This design comes from an exercise in tuning for small area, a short achievable clock period and few clock cycles per item on the open sky130 flow, not from production work. At most, simulation tests tie the RTL to the original design; equivalence was not proved.

## alpha
// tablet_adaptive_delta_decoder_unit
module tablet_adaptive_delta_decoder_unit
#(
    parameter int TOOLS     = TOOLS_DEF,
    parameter int SHIFT_MAX = SHIFT_MAX_DEF
) (
    input  logic        clk,
    input  logic        rst_n,
    input  logic        din_valid,
    output logic        din_ready,
    input  logic        din_action,
    input  logic        din_tool,
    input  logic [2:0]  din_channel,
    input  logic [4:0]  din_raw_code,
    input  logic [15:0] din_load_value,
    input  logic [3:0]  din_load_shift,
    output logic        dout_valid,
    input  logic        dout_ready,
    output logic [15:0] dout_value,
    output logic [3:0]  dout_step_out,
    output logic        dout_held,
    input  logic        psel,
    input  logic        penable,
    input  logic        pwrite,
    input  logic [2:0]  paddr,
    input  logic [31:0] pwdata,
    output logic [31:0] prdata,
    output logic        pready
);
clock: 10.0 ns
lec_check: 0
abc_area: 1
abc_clock_period_in_ps: 4000
cap_margin: 20
core_margin: 2
core_utilization: 40
cts_buf_list: sky130_fd_sc_hd__clkbuf_8
cts_cluster_diameter: 60
cts_cluster_size: 16
place_density: 0.75
slew_margin: 20
tns_end_percent: 10
standard.sh (not shown) runs the stock make flow with config.mk's settings and CLKGATE_MAP_FILE= SYNTH_SCRIPT=/design/flow/synth_recipe.tcl, a recipe that flattens the netlist after the stock synthesis.
==> flow/flow/run.sh <==
#!/bin/bash
# The standard layout, with synthesis leaving adders to abc instead of
# mapping them to the half and full adder cells first, the port buffers
# made of plain buf_2 cells, and timing repair aimed at a setup slack of
# 5.5 ns (the clock period and constraints are unchanged).
export ADDER_MAP_FILE=
export BUFFER_PORTS_ARGS="-buffer_cell sky130_fd_sc_hd__buf_2"
export SETUP_SLACK_MARGIN=5.5
bash standard.sh > standard.log 2>&1
> inputs changed (alpha -> beta)
-- flow/design.v --
<<< alpha, line 182
    logic        is_loc, is_tilt, is_press, is_rot;
    logic [5:0]  sh_sum;
    logic [15:0] hi, nh, dm;
    logic [15:0] r;
    logic        rc;
>>> beta, line 182
    logic        is_loc, is_tilt, is_press, is_rot;
    logic [5:0]  sh_sum;
    logic [15:0] hi, nh;
    logic [15:0] r;
    logic        rc;
<<< alpha, line 218
    end
    assign nh = ~hi;
    assign dm = opnd ^ {16{neg}};
    tadd_add #(.W(16)) u_r (.a(raw0), .b(dm), .cin(neg), .sum(r), .cout(rc));
    assign cs_s = raw0 ^ dm ^ nh;
    assign cs_c = (raw0 & dm) | (raw0 & nh) | (dm & nh);
    tadd_carry #(.W(16)) u_t (.a(cs_s), .b({cs_c[14:0], neg}), .cin(1'b0), .cout(tc));
    assign gt = tc ^ cs_c[15] ^ rc;
>>> beta, line 218
    end
    assign nh = ~hi;
    tadd_add #(.W(16)) u_r (.a(raw0), .b(opnd), .cin(neg), .sum(r), .cout(rc));
    assign cs_s = raw0 ^ opnd ^ nh;
    assign cs_c = (raw0 & opnd) | (raw0 & nh) | (opnd & nh);
    tadd_carry #(.W(16)) u_t (.a(cs_s), .b({cs_c[14:0], neg}), .cin(1'b0), .cout(tc));
    assign gt = tc ^ cs_c[15] ^ rc;
<<< alpha, line 239
            clamped = r;
    end
    tadd_add #(.W(16)) u_avg_nc (.a(raw0), .b({neg, dm[15:1]}), .cin(neg && dm[0]),
                                 .sum(avg_nc), .cout());
    tadd_add #(.W(16)) u_avg_hi (.a(raw0), .b(hi), .cin(1'b0), .sum(avg_hi), .cout(avg_hi_c));
>>> beta, line 238
            clamped = r;
    end
    tadd_add #(.W(16)) u_avg_nc (.a(raw0), .b({neg, opnd[15:1]}), .cin(neg && opnd[0]),
                                 .sum(avg_nc), .cout());
    tadd_add #(.W(16)) u_avg_hi (.a(raw0), .b(hi), .cin(1'b0), .sum(avg_hi), .cout(avg_hi_c));
<<< alpha, line 415
            else
            begin
                s1_opnd_reg <= in_delta[15:0];
                s1_f_reg    <= in_sh0;
                s1_chg_reg  <= in_chg;
>>> beta, line 414
            else
            begin
                s1_opnd_reg <= in_delta[15:0] ^ {16{in_neg}};
                s1_f_reg    <= in_sh0;
                s1_chg_reg  <= in_chg;
[summary]
Changes observed in beta relative to alpha: fraction of area in clock buffers and inverters picked up an extra 0.50 points, share of the clock period used by the worst path picked up an extra 0.80 points, minimum setup slack after placement lost 0.28 ns, wire length per cell picked up an extra 0.72%.
Per the comparison of beta with alpha, post-CTS setup-driven buffer insertion count shows an increase of 1; post-cts repair resize count now larger; final cell count without fillers decreased by 1.1% relative to the old numbers; initial cell density of the core was more or less identical; utilization higher.
| per-cell via count in the routed design | higher: beta |
Against alpha, beta comes in about 0.9% lower on net total in the final layout.
beta: done, clean on timing, DRC and antenna
Testbench counts of beta, summed over its fixed seeds: cycles 24,016, items 24,000.
Function not checked in alpha: the RTL went through the layout flow alone.

==> afterwards: timing with drivers on the ports <==
In the flow no input, the clock included, has a driving cell. The finished layouts below were timed again as built, in two steps. Step 1 assumes that a clkbuf_16 drives the clock port and a buf_2 every other input. Step 2, shift: input delay + t, output delay - t, t = (earliest + latest rising clock arrival at the registers) / 2. This alone moves slack from input paths to output paths. Three values: no drivers, after step 1, after step 2; two values: the first two.
run	shift t [ns]	setup WS [ns]	hold slack, ns	worst setup path at the end
alpha	0.700	5.442 / 5.408 / 4.831	0.492 / 0.492 / 0.492	input to register
beta	0.657	5.363 / 5.291 / 4.809	0.501 / 0.501 / 0.501	input to register
After both steps every run listed still meets setup and hold. The setup slack of alpha, which loses most, moves by -0.034 ns with the drivers and by -0.611 ns with both steps.
